What follows belongs to an exercise in optimizing a design on an open flow for small area, a short achievable clock period and few clock cycles per item; a production flow would make more cautious choices.
In this exercise RTL edits were held to simulation tests only and were not proved equivalent to the original.
Power is estimated from default activity; no workload was simulated.

==> design/flow/design.v <==
module sfu_stream #(
  parameter int LANES      = 16,
  parameter int IN_W       = 8,
  parameter int DATA_W     = 16,
  parameter int FRAC_SHIFT = 4,
  parameter int CNT_W      = 16
) (
  input  logic                    clk,
  input  logic                    rst_n,
  input  logic                    in_valid,
  output logic                    in_ready,
  input  logic [LANES*IN_W-1:0]   in_q,
  input  logic [LANES-1:0]        in_obm,
  input  logic [LANES*DATA_W-1:0] in_odelta,
  input  logic [LANES-1:0]        in_sign,
  input  logic [LANES*DATA_W-1:0] in_xprev,
  input  logic                    in_last,
  input  logic                    cfg_relu_en,
  output logic                    out_valid,
  input  logic                    out_ready,
  output logic [LANES*DATA_W-1:0] out_x,
  output logic [LANES*DATA_W-1:0] out_relu,
  output logic [LANES-1:0]        out_ovf,
  output logic [LANES-1:0]        out_sat,
  output logic                    out_last,
  output logic                    tile_done,
  input  logic                    stat_clr,
  output logic [CNT_W-1:0]        stat_outliers,
  output logic [CNT_W-1:0]        stat_err,
  output logic [CNT_W-1:0]        stat_sat
);
  localparam int XW   = LANES * DATA_W;
  localparam int PC_W = $clog2(LANES + 1);
  localparam logic [IN_W-1:0]   SENTINEL = {1'b1, {(IN_W-1){1'b0}}};
  localparam logic [DATA_W-1:0] POS_MAX  = {1'b0, {(DATA_W-1){1'b1}}};
  localparam logic [DATA_W-1:0] NEG_MIN  = {1'b1, {(DATA_W-1){1'b0}}};
  logic             en, inFire, s1Adv;
  logic             s1Valid_q, s1Last_q;
  logic [XW-1:0]    s1Delta_q, s1Xprev_q;
  logic [LANES-1:0] s1Ovf_q, s1Err_q, s1Sign_q;
  logic             outValid_q, outLast_q, tileDone_q;
  logic [XW-1:0]    outX_q, outRelu_q;
  logic [LANES-1:0] outOvf_q, outSat_q;
  logic [CNT_W-1:0] statOutliers_q, statErr_q, statSat_q;
  logic [XW-1:0]    decDelta_d, relu_d, sum_d;
  logic [LANES-1:0] decOvf_d, decErr_d, sat_d;
  function automatic logic [PC_W-1:0] popcount(input logic [LANES-1:0] v);
    logic [PC_W-1:0] c;
    c = '0;
    for (int i = 0; i < LANES; i++) c = c + PC_W'(v[i]);
    popcount = c;
  endfunction
  function automatic logic [CNT_W-1:0] satAdd(input logic [CNT_W-1:0] a, input logic [PC_W-1:0] b);
    logic [CNT_W:0] s;
    s = {1'b0, a} + (CNT_W+1)'(b);
    satAdd = s[CNT_W] ? '1 : s[CNT_W-1:0];
  endfunction
  assign en     = ~outValid_q | out_ready;
  assign inFire = in_valid & en;
  assign s1Adv  = s1Valid_q & en;
  always_comb begin
    decDelta_d = '0;
    decOvf_d   = '0;
    decErr_d   = '0;
    for (int i = 0; i < LANES; i++) begin
      decOvf_d[i] = (in_q[i*IN_W +: IN_W] == SENTINEL);
      decErr_d[i] = decOvf_d[i] & ~in_obm[i];
      if (in_obm[i])
        decDelta_d[i*DATA_W +: DATA_W] = in_odelta[i*DATA_W +: DATA_W];
      else if (!decOvf_d[i])
        decDelta_d[i*DATA_W +: DATA_W] = DATA_W'($signed(in_q[i*IN_W +: IN_W])) << FRAC_SHIFT;
    end
  end
  always_comb begin
    logic [DATA_W-1:0] xp, r;
    logic [DATA_W:0]   wide;
    relu_d = '0;
    sum_d  = '0;
    sat_d  = '0;
    xp     = '0;
    r      = '0;
    wide   = '0;
    for (int i = 0; i < LANES; i++) begin
      xp   = s1Xprev_q[i*DATA_W +: DATA_W];
      r    = (~cfg_relu_en | s1Sign_q[i]) ? s1Delta_q[i*DATA_W +: DATA_W] : '0;
      wide = {xp[DATA_W-1], xp} + {r[DATA_W-1], r};
      sat_d[i] = wide[DATA_W] ^ wide[DATA_W-1];
      relu_d[i*DATA_W +: DATA_W] = r;
      if (sat_d[i])
        sum_d[i*DATA_W +: DATA_W] = wide[DATA_W] ? NEG_MIN : POS_MAX;
      else
        sum_d[i*DATA_W +: DATA_W] = wide[DATA_W-1:0];
    end
  end
  always_ff @(posedge clk or negedge rst_n) begin
    if (!rst_n) begin
      s1Valid_q  <= 1'b0;
      s1Last_q   <= 1'b0;
      s1Delta_q  <= '0;
      s1Xprev_q  <= '0;
      s1Ovf_q    <= '0;
      s1Err_q    <= '0;
      s1Sign_q   <= '0;
      outValid_q <= 1'b0;
      outLast_q  <= 1'b0;
      outX_q     <= '0;
      outRelu_q  <= '0;
      outOvf_q   <= '0;
      outSat_q   <= '0;
    end else if (en) begin
      s1Valid_q  <= in_valid;
      outValid_q <= s1Valid_q;
      if (in_valid) begin
        s1Delta_q <= decDelta_d;
        s1Xprev_q <= in_xprev;
        s1Ovf_q   <= decOvf_d;
        s1Err_q   <= decErr_d;
        s1Sign_q  <= in_sign;
        s1Last_q  <= in_last;
      end
      if (s1Valid_q) begin
        outX_q    <= sum_d;
        outRelu_q <= relu_d;
        outOvf_q  <= s1Ovf_q;
        outSat_q  <= sat_d;
        outLast_q <= s1Last_q;
      end
    end
  end
  always_ff @(posedge clk or negedge rst_n) begin
    if (!rst_n) tileDone_q <= 1'b0;
    else        tileDone_q <= outValid_q & out_ready & outLast_q;
  end
  always_ff @(posedge clk or negedge rst_n) begin
    if (!rst_n) begin
      statOutliers_q <= '0;
      statErr_q      <= '0;
      statSat_q      <= '0;
    end else if (stat_clr) begin
      statOutliers_q <= '0;
      statErr_q      <= '0;
      statSat_q      <= '0;
    end else begin
      if (inFire) statOutliers_q <= satAdd(statOutliers_q, popcount(in_obm));
      if (s1Adv) begin
        statErr_q <= satAdd(statErr_q, popcount(s1Err_q));
        statSat_q <= satAdd(statSat_q, popcount(sat_d));
      end
    end
  end
  assign in_ready      = en;
  assign out_valid     = outValid_q;
  assign out_x         = outX_q;
  assign out_relu      = outRelu_q;
  assign out_ovf       = outOvf_q;
  assign out_sat       = outSat_q;
  assign out_last      = outLast_q;
  assign tile_done     = tileDone_q;
  assign stat_outliers = statOutliers_q;
  assign stat_err      = statErr_q;
  assign stat_sat      = statSat_q;
endmodule
==> design/flow/run.sh <==
#!/bin/bash
# synth_recipe.tcl (not shown) runs the flow's synth.tcl, then flattens the netlist and writes it again
# the make line also repeats each setting of config.mk as NAME=value (left out here)
make -C /OpenROAD-flow-scripts/flow DESIGN_CONFIG=/design/flow/config.mk WORK_HOME=/design/flow/orfs CLKGATE_MAP_FILE= SYNTH_SCRIPT=/design/flow/synth_recipe.tcl finish
==> design/flow/config.mk <==
export PLATFORM = sky130hd
export DESIGN_NAME = sfu_stream
export DESIGN_NICKNAME = sfu_stream
export VERILOG_FILES = /design/flow/design.v
export SDC_FILE = /design/flow/constraint.sdc
export NUM_CORES = 4
export LEC_CHECK = 0
export CAP_MARGIN = 20
export CORE_AREA = 5 5 445 445
export DIE_AREA = 0 0 450 450
export SLEW_MARGIN = 20
==> design/flow/constraint.sdc <==
create_clock -name core_clock -period 8.0 [get_ports {clk}]
set_input_delay 1.6000 -clock core_clock [delete_from_list [all_inputs] [get_ports {clk}]]
set_output_delay 1.6000 -clock core_clock [all_outputs]
set_load 0.01 [all_outputs]
==> results.py, run 1 <==
metrics = {
    "outcome": {
        "status": "timing/DRC/antenna clean",
    },
    "power_and_ir_drop": {
        "leakagePower_nw": 40.16,
        "power_frac_seq": 0.295,
        "p_sw_frac": 0.3891,
        "pwr-share-clk": 0.224,
        "power.density_nw_per_um2": 341.9,
        "finalPower_w": 0.02918,
        "power_frac_comb": 0.481,
        "switchingPower_w": 0.01135,
        "ir_drop_mv": 0.8230,
        "p_int_w": 0.01783,
    },
    "route": {
        "wl_mm": 275.8,
        "wl_per_cell_um": 25.32,
        "dr.first_iter.drc_count": 3928,
        "dr.pass1.iters": 8,
        "viasPerCell": 5.035,
        "drc_errors": 0,
        "detail-route-antenna-nets": 0,
        "vias": 54848,
    },
    "sta": {
        "period_share": 0.9791,
        "slew_violations": 0,
        "fmaxAchievable_mhz": 127.7,
        "fin_ws_ns": 0.1668,
        "worstMarginPinSlew_ns": 1.113,
        "fin_setup_tns_ns": 0,
        "hold_viol": 0,
        "post-route-min-period_ns": 7.833,
        "setup_viol": 0,
        "skew_ns": 0.02871,
        "relSlewSlack": 0.2581,
        "rsz0062_at_grt": "true",
    },
    "flow_run": {
        "max-cap-violations": 0,
    },
    "floorplanning": {
        "die_x_um": 450,
        "die-area_um2": 202500,
        "die_y_um": 450,
        "ioPinCount": 1275,
        "start_util": 0.3143,
        "rows": 161,
        "fp.coreArea_um2": 192600,
    },
    "synthesis": {
        "synth_flop_cell": "dfrtp_1",
        "ys_warn_count": 1,
        "synth_seq_cells": 1157,
        "synth.distinct_cells": 91,
        "synthTopCellsByArea": "dfrtp_1, nand2_1, ha_1",
        "syn_nets": 7489,
        "synth_area_um2": 60530,
        "synth-edff-count": 0,
        "yosysTopAreaCell": "dfrtp_1",
        "syn_area_per_cell_um2": 9.344,
        "syn_inst": 6478,
        "netlist.area_leader.share": 0.4783,
        "async_flop_share": 1.000,
        "ys_seq_area_frac": 0.4783,
    },
    "setup_path": {
        "critPathKind": "in -> reg",
        "cp.arrival_ns": 8.51,
        "worst-path-buf-inv": 8,
        "worst_path_max_delay_cell": "fa_2",
        "critPathLaunchType": "input pin",
        "endpoint_kind": "register",
        "critPathMaxStageDelay_ns": 0.62,
        "critPathTopFamily": "adder cells",
        "rrSetupSlack_ns": 0.89,
        "required_ns": 8.68,
        "crit_fanout": 7,
    },
    "clock_network": {
        "clk_pin_slew_ns": 0.06,
        "cts_buffer_depth": 3,
        "hold_buffers": 0,
        "clock-root-buffer": "clkbuf_16",
        "cts_sinks": 1157,
        "ctsHtreeMaxLevel": 4,
        "clock_latency_ns": 0.80,
        "cts_tree": "built",
        "cts_buffers": 137,
    },
    "global_routing": {
        "antenna_found_initial": 50,
        "grt_pass1_wl_mm": 393.7,
        "grt.total_usage": 0.2640,
        "grt-ovfl-total": 0,
        "grt_max_degree": 166,
        "grt_pass1_vias": 55236,
    },
    "place": {
        "dp_hpwl_mm": 221.0,
        "port_buffers": 1274,
        "pre_cts_slack_ns": -0.9615,
        "dpl.cell_count": 10609,
        "place_congestion": 0.9647,
    },
    "finish": {
        "area_delta_synth_final_pct": 41.01,
        "fin_cells": 10893,
        "nFillCells": 18683,
        "final_cell_mix": "nand2_1, clkdlybuf4s50_1, dfrtp_1",
        "final_common_cell": "nand2_1",
        "fin_nets": 9245,
        "drive_gt1_frac": 0.1512,
    },
    "hold_path": {
        "hold_class": "reg -> reg",
    },
}
## cell usage after synthesis (64+ instances only)
cell type and n:
nand2_1 1623, dfrtp_1 1157, nor2_1 437, o21ai_0 425, ha_1 280, a21oi_1 265
and2_1 258, mux2_2 246, clkbuf_1 220, inv_1 165, mux2i_1 129, xnor2_1 125
nand3_1 122, a21o_1 85, o21ai_1 65, nand2b_1 64
## through the flow
stage	hold slack (ns)	instance area, µm²	utilization
floorplan	0.4304	60640	-
global placement	0.4402	80280	0.4169
detailed placement	0.4481	80290	0.4169
CTS	0.4610	84970	0.4412
global route	0.4733	85340	0.4431
finish	0.4575	85350	0.4432
## worst min-delay path, delay by kind of cell (launching register included)
family           cells  cell delay, ns
flip-flops           1            0.33
AND/OR/NAND/NOR      2            0.10
## final timing paths
check	startpoint	depth (start not counted)	endpoint
setup / recovery	cfg_relu_en	33	statSat_q[9]
hold / removal	s1Delta_q[114]	2	s1Delta_q[114]
setup reg to reg	s1Sign_q[10]	30	statSat_q[9]
hold reg to reg	s1Delta_q[114]	2	s1Delta_q[114]
max in group asynchronous	rst_n	3	s1Xprev_q[249]
min in group asynchronous	rst_n	1	outX_q[208]
## power by group through the flow
stage	clock [W]	sequential (W)	combinational, W
after floorplan	0	0.00869	0.00616
after global routing	0.00691	0.00876	0.0154
after global placement	0	0.00868	0.0137
after detailed placement	0	0.00869	0.0139
final	0.00653	0.00861	0.0140
after CTS	0.00668	0.00861	0.0140
## registers in the layout (all words and copies together), names as in the netlist, 256 cells and up
register	cells
outX_q	256
outRelu_q	256
s1Delta_q	256
s1Xprev_q	256
## timing repair
action	4_1_cts	5_1_grt
gates cloned	0	0
pin swaps	4	27
setup buffers	3	9
endpoints found under the setup margin	15	16
resized for setup	7	57
## final cells by class
type / count / area, µm² / area share
Clock buffer: 190 / 3930 / 0.04604
Clock inverter: 56 / 715.7 / 0.008385
Multi-Input combinational cell: 4860 / 30070 / 0.3523
Tap cell: 2526 / 3161 / 0.03703
Inverter: 165 / 619.3 / 0.007256
Timing Repair Buffer: 1913 / 17840 / 0.2090
Sequential cell: 1157 / 28950 / 0.3392
Antenna cell: 26 / 65.06 / 0.0007623
## logic make-up (layout without fill, tap and decap cells)
| family | Yosys count | after routing | share of synthesized area |
|---|---|---|---|
| AND/OR/NAND/NOR | 2742 | 2742 | 0.1962 |
| AO/OA/AOI/OAI | 1219 | 1219 | 0.1246 |
| flip-flops | 1157 | 1157 | 0.4783 |
| buffers and inverters | 461 | 2324 | 0.03061 |
| multiplexers | 376 | 376 | 0.06732 |
| adder cells (fa/ha/maj) | 334 | 334 | 0.07541 |
| XOR/XNOR | 189 | 189 | 0.02747 |
| other | 0 | 26 | 0 |
## per-layer routing
metal,GRT usage,vias up,share of wire
li1,-,25528,-
met1,0.3289,27180,0.41
met2,0.4347,1703,0.47
met3,0.05940,427,0.064
met4,0.1259,10,0.054
met5,0,-,0.00022
Testbench counts, summed over its fixed seeds: cycles 9,632, items 9,600.
==> inputs of run 2 (changes only) <==
==> design/flow/design.v (replaced) <==
module sfu_stream #(
  parameter int LANES      = 16,
  parameter int IN_W       = 8,
  parameter int DATA_W     = 16,
  parameter int FRAC_SHIFT = 4,
  parameter int CNT_W      = 16
) (
  input  logic                    clk,
  input  logic                    rst_n,
  input  logic                    in_valid,
  output logic                    in_ready,
  input  logic [LANES*IN_W-1:0]   in_q,
  input  logic [LANES-1:0]        in_obm,
  input  logic [LANES*DATA_W-1:0] in_odelta,
  input  logic [LANES-1:0]        in_sign,
  input  logic [LANES*DATA_W-1:0] in_xprev,
  input  logic                    in_last,
  input  logic                    cfg_relu_en,
  output logic                    out_valid,
  input  logic                    out_ready,
  output logic [LANES*DATA_W-1:0] out_x,
  output logic [LANES*DATA_W-1:0] out_relu,
  output logic [LANES-1:0]        out_ovf,
  output logic [LANES-1:0]        out_sat,
  output logic                    out_last,
  output logic                    tile_done,
  input  logic                    stat_clr,
  output logic [CNT_W-1:0]        stat_outliers,
  output logic [CNT_W-1:0]        stat_err,
  output logic [CNT_W-1:0]        stat_sat
);
  localparam int XW   = LANES * DATA_W;
  localparam int PC_W = $clog2(LANES + 1);
  localparam logic [IN_W-1:0] SENTINEL = {1'b1, {(IN_W-1){1'b0}}};
  logic             en, inFire, outFire;
  logic             valid_q, last_q, tileDone_q;
  logic [XW-1:0]    x_q, relu_q;
  logic [LANES-1:0] ovf_q, sat_q;
  logic [PC_W-1:0]  nOutl_q, nErr_q;
  logic [CNT_W-1:0] statOutliers_q, statErr_q, statSat_q;
  logic [XW-1:0]    x_d, relu_d;
  logic [LANES-1:0] ovf_d, err_d, sat_d;
  function automatic logic [PC_W-1:0] popcount(input logic [LANES-1:0] v);
    logic [PC_W-1:0] c;
    c = '0;
    for (int i = 0; i < LANES; i++) c = c + PC_W'(v[i]);
    popcount = c;
  endfunction
  function automatic logic [CNT_W-1:0] satAdd(input logic [CNT_W-1:0] a, input logic [PC_W-1:0] b);
    logic [CNT_W:0] s;
    s = {1'b0, a} + (CNT_W+1)'(b);
    satAdd = s[CNT_W] ? '1 : s[CNT_W-1:0];
  endfunction
  assign en      = ~valid_q | out_ready;
  assign inFire  = in_valid & en;
  assign outFire = valid_q & out_ready;
  always_comb begin
    logic [IN_W-1:0]   q;
    logic [DATA_W-1:0] xp, d, r;
    logic [DATA_W:0]   wide;
    x_d    = '0;
    relu_d = '0;
    ovf_d  = '0;
    err_d  = '0;
    sat_d  = '0;
    for (int i = 0; i < LANES; i++) begin
      q    = in_q[i*IN_W +: IN_W];
      xp   = in_xprev[i*DATA_W +: DATA_W];
      ovf_d[i] = (q == SENTINEL);
      err_d[i] = ovf_d[i] & ~in_obm[i];
      if (in_obm[i])   d = in_odelta[i*DATA_W +: DATA_W];
      else if (ovf_d[i]) d = '0;
      else             d = DATA_W'($signed(q)) << FRAC_SHIFT;
      r    = (~cfg_relu_en | in_sign[i]) ? d : '0;
      wide = {xp[DATA_W-1], xp} + {r[DATA_W-1], r};
      sat_d[i] = wide[DATA_W] ^ wide[DATA_W-1];
      relu_d[i*DATA_W +: DATA_W] = r;
      x_d[i*DATA_W +: DATA_W] = sat_d[i] ? {xp[DATA_W-1], {(DATA_W-1){~xp[DATA_W-1]}}}
                                         : wide[DATA_W-1:0];
    end
  end
  always_ff @(posedge clk) begin
    if (inFire) begin
      x_q     <= x_d;
      relu_q  <= relu_d;
      ovf_q   <= ovf_d;
      sat_q   <= sat_d;
      last_q  <= in_last;
      nOutl_q <= popcount(in_obm);
      nErr_q  <= popcount(err_d);
    end
  end
  always_ff @(posedge clk or negedge rst_n) begin
    if (!rst_n) begin
      valid_q    <= 1'b0;
      tileDone_q <= 1'b0;
    end else begin
      if (en) valid_q <= in_valid;
      tileDone_q <= outFire & last_q;
    end
  end
  always_ff @(posedge clk or negedge rst_n) begin
    if (!rst_n) begin
      statOutliers_q <= '0;
      statErr_q      <= '0;
      statSat_q      <= '0;
    end else if (stat_clr) begin
      statOutliers_q <= '0;
      statErr_q      <= '0;
      statSat_q      <= '0;
    end else if (outFire) begin
      statOutliers_q <= satAdd(statOutliers_q, nOutl_q);
      statErr_q      <= satAdd(statErr_q, nErr_q);
      statSat_q      <= satAdd(statSat_q, popcount(sat_q));
    end
  end
  assign in_ready      = en;
  assign out_valid     = valid_q;
  assign out_x         = x_q;
  assign out_relu      = relu_q;
  assign out_ovf       = ovf_q;
  assign out_sat       = sat_q;
  assign out_last      = last_q;
  assign tile_done     = tileDone_q;
  assign stat_outliers = statOutliers_q;
  assign stat_err      = statErr_q;
  assign stat_sat      = statSat_q;
endmodule
==> run 2 against run 1 <==
Highest routed layer unchanged. Largest power group unchanged. Synthesized cell count down 43%. Sequential power decreased by 51%. Critical path depth shrank 22. Utilization decreased by 14 points. Critical path type unchanged.
==> results.py, run 2 <==
metrics = {
    "synthesis": {
        "ys_seq_area_frac": 0.4571,
        "synth.most_common_cell": "edfxtp_1",
        "synth_flop_cell": "edfxtp_1",
        "synth-edff-count": 555,
        "ys_warn_count": 1,
        "synth_area_um2": 39200,
        "yosys-top-cells-count": "edfxtp_1, nor2_1, a21oi_1, ha_1, inv_1",
        "syn_inst": 3721,
        "synth.distinct_cells": 85,
        "syn_nets": 4734,
        "yosysTopAreaCell": "edfxtp_1",
        "async_flop_share": 0.08264,
        "syn_area_per_cell_um2": 10.53,
        "synth_seq_cells": 605,
        "synthTopCellsByArea": "edfxtp_1, ha_1, a21o_1",
        "netlist.area_leader.share": 0.4252,
    },
    "place": {
        "dp_hpwl_mm": 178.5,
        "pre_cts_slack_ns": 1.266,
        "place_congestion": 0.9432,
        "port_buffers": 1274,
        "dpl.cell_count": 7441,
    },
    "global_routing": {
        "antenna_found_initial": 50,
        "grt-ovfl-total": 0,
        "grt_max_degree": 139,
        "grt.total_usage": 0.1977,
        "grt_pass1_vias": 34955,
        "grt_pass1_wl_mm": 282.6,
    },
    "setup_path": {
        "worst_path_max_delay_cell": "clkdlybuf4s50_1",
        "critPathKind": "in -> reg",
        "critPathMaxStageDelay_ns": 0.97,
        "crit_path_frequent_cell": "fa_1",
        "path_cells": "clkdlybuf4s50_1 -> inv_1 -> fa_1 -> fa_1 -> fa_1 -> fa_1 -> inv_1 -> ha_1 -> inv_1 -> fa_1 -> xnor2_1",
        "required_ns": 8.46,
        "critPathLaunchType": "input pin",
        "crit_fanout": 18,
        "cp.arrival_ns": 6.35,
        "endpoint_kind": "register",
        "critPathTopFamily": "adder cells",
        "worst-path-buf-inv": 4,
    },
    "finish": {
        "nFillCells": 19940,
        "top_regs": "relu_q: 256 flops, x_q: 256 flops",
        "final_common_cell": "clkdlybuf4s50_1",
        "regArea_um2": 17920,
        "area_delta_synth_final_pct": 47.48,
        "drive_gt1_frac": 0.04768,
        "fin_nets": 6016,
        "multiInputGateArea_um2": 19680,
        "final_cell_mix": "clkdlybuf4s50_1, edfxtp_1, nor2_1",
        "fin_cells": 7612,
    },
    "sta": {
        "slew_violations": 0,
        "rsz0062_at_grt": "false",
        "fin_setup_tns_ns": 0,
        "fin_ws_ns": 2.109,
        "setup_viol": 0,
        "hold_viol": 0,
        "worstMarginPinSlew_ns": 1.075,
        "fmaxAchievable_mhz": 169.7,
        "post-route-min-period_ns": 5.891,
        "skew_ns": 0.02882,
        "holdWs_ns": 0.5480,
        "period_share": 0.7364,
        "relSlewSlack": 0.2809,
    },
    "hold_path": {
        "hold_class": "reg -> reg",
    },
    "flow_run": {
        "max-cap-violations": 0,
    },
    "floorplanning": {
        "die_x_um": 450,
        "start_util": 0.2036,
        "die-area_um2": 202500,
        "ioPinCount": 1275,
        "rows": 161,
        "fp.coreArea_um2": 192600,
        "die_y_um": 450,
    },
    "clock_network": {
        "cts_buffers": 85,
        "postCtsSetupRepairBufs": 0,
        "clk_pin_slew_ns": 0.06,
        "cts_resized": 0,
        "clock_latency_ns": 0.72,
        "hold_buffers": 0,
        "cts_buffer_depth": 3,
        "clock-root-buffer": "clkbuf_16",
        "cts_sinks": 605,
        "cts_tree": "built",
        "ctsHtreeMaxLevel": 3,
    },
    "route": {
        "dr.pass1.iters": 5,
        "dr.first_iter.drc_count": 2552,
        "viasPerCell": 4.609,
        "wl_mm": 210.7,
        "wl_per_cell_um": 27.68,
        "detail-route-antenna-nets": 0,
        "drc_errors": 0,
        "vias": 35081,
    },
    "power_and_ir_drop": {
        "leakagePower_nw": 24.01,
        "power.density_nw_per_um2": 217.0,
        "ir_drop_mv": 0.1659,
    },
    "outcome": {
        "status": "timing/DRC/antenna clean",
    },
}
-- run 2: changes by cell type after synthesis, sizes merged, moves of 45 or more --
| cell | previous run | this run |
|---|---|---|
| a21o | 85 | 264 |
| and2 | 261 | 21 |
| and3 | 25 | 75 |
| clkbuf | 227 | 86 |
| dfrtp | 1157 | 50 |
| edfxtp | 0 | 555 |
| inv | 165 | 294 |
| mux2 | 246 | 8 |
| mux2i | 130 | 175 |
| nand2 | 1623 | 225 |
| nand3 | 122 | 63 |
| nor2 | 437 | 326 |
| o21ai | 503 | 179 |
-- run 2: cell families (layout without fill, tap and decap cells) --
| group | count (synthesis) | count (layout) | synth area share |
|---|---|---|---|
| AOI/OAI and AO/OA | 1037 | 1037 | 0.1735 |
| and+or+nand+nor | 940 | 940 | 0.1143 |
| DFF | 605 | 605 | 0.4571 |
| buffers and inverters | 407 | 1761 | 0.04108 |
| adders and majority gates | 346 | 346 | 0.1192 |
| xor gates and xnor gates | 203 | 203 | 0.04785 |
| muxes | 183 | 183 | 0.04698 |
| other | 0 | 11 | 0 |
-- run 2: layout make-up --
cell class                 count  share of cell area
antenna                       11           0.0004761
clock buffer                 103             0.03813
clock inverter                56             0.01177
inverter                     294             0.01909
multi-input combinational   2709              0.3403
sequential                   605              0.3099
tap                         2526             0.05467
timing repair buffer        1308              0.2256
-- run 2: report_power, final --
group	leakage (nW)	switching, W	internal (W)	total [W]
registers	6.05	0.000219	0.00398	0.00420
clock network	1.39	0.00167	0.00232	0.00399
logic	16.6	0.00239	0.00197	0.00436
total	24.0	0.00427	0.00827	0.0125
-- run 2: final timing paths --
path,from,endpoint,slack (ns),cells past startpoint
setup / recovery,in_obm[5],nOutl_q[2],2.11,11
hold / removal,statSat_q[8],statSat_q[8],0.55,1
setup reg to reg,sat_q[15],statSat_q[7],2.59,16
hold reg to reg,statSat_q[8],statSat_q[8],0.55,1
max in group asynchronous,rst_n,statOutliers_q[10],6.48,2
min in group asynchronous,rst_n,tileDone_q,0.98,2
-- run 2: layer usage --
layer	vias to the layer above	GRT usage	part of all wire	wire length [µm]
li1	16259	-	-	-
met1	17205	0.2301	0.39	82410
met2	1361	0.3581	0.51	107500
met3	250	0.04307	0.064	13510
met4	6	0.06716	0.034	7231
met5	-	0	0.00019	41
-- run 2: per-stage QoR --
stage / utilization / area, µm² / total power [W]
2_1_floorplan: - / 39200 / 0.006554
3_3_place_gp: 0.2850 / 54890 / 0.008621
3_5_place_dp: 0.2850 / 54890 / 0.008634
4_1_cts: 0.3000 / 57770 / 0.01275
5_1_grt: 0.3002 / 57810 / 0.01320
6_report: 0.3002 / 57810 / 0.01255
Testbench counts of run 2, summed over its fixed seeds: cycles 9,616, items 9,600.

static timing again, ports no longer ideal:
No port has a modelled driver above. Below, the same layouts with a new extraction and two added sets of constraints.
Step 1, drivers: a clkbuf_16 drives clk and a buf_2 each remaining input, both assumed.
Step 2 moves the port delays by t, midway between the first and last clock arrival at a register: inputs arrive t later, outputs are due t later. That takes back most of the time a late clock gives input paths.
Slacks: ideal ports / drivers / drivers and shift; pairs: ideal ports / drivers.
run	t, ns	slack for setup (ns)	clock arrival spread, ns	worst slew at a driven data input, ns	cell pins on the clock port's net
run 1	0.876	0.167 / 0.143 / -0.733	0.034 / 0.034	0.28	1
run 2	0.778	2.109 / 2.167 / 1.389	0.040 / 0.040	0.27	1
Met with ideal ports but missed after step 2: setup timing in run 1. The setup slack of run 1, which loses most, moves by -0.024 ns with the drivers and by -0.900 ns with both steps.
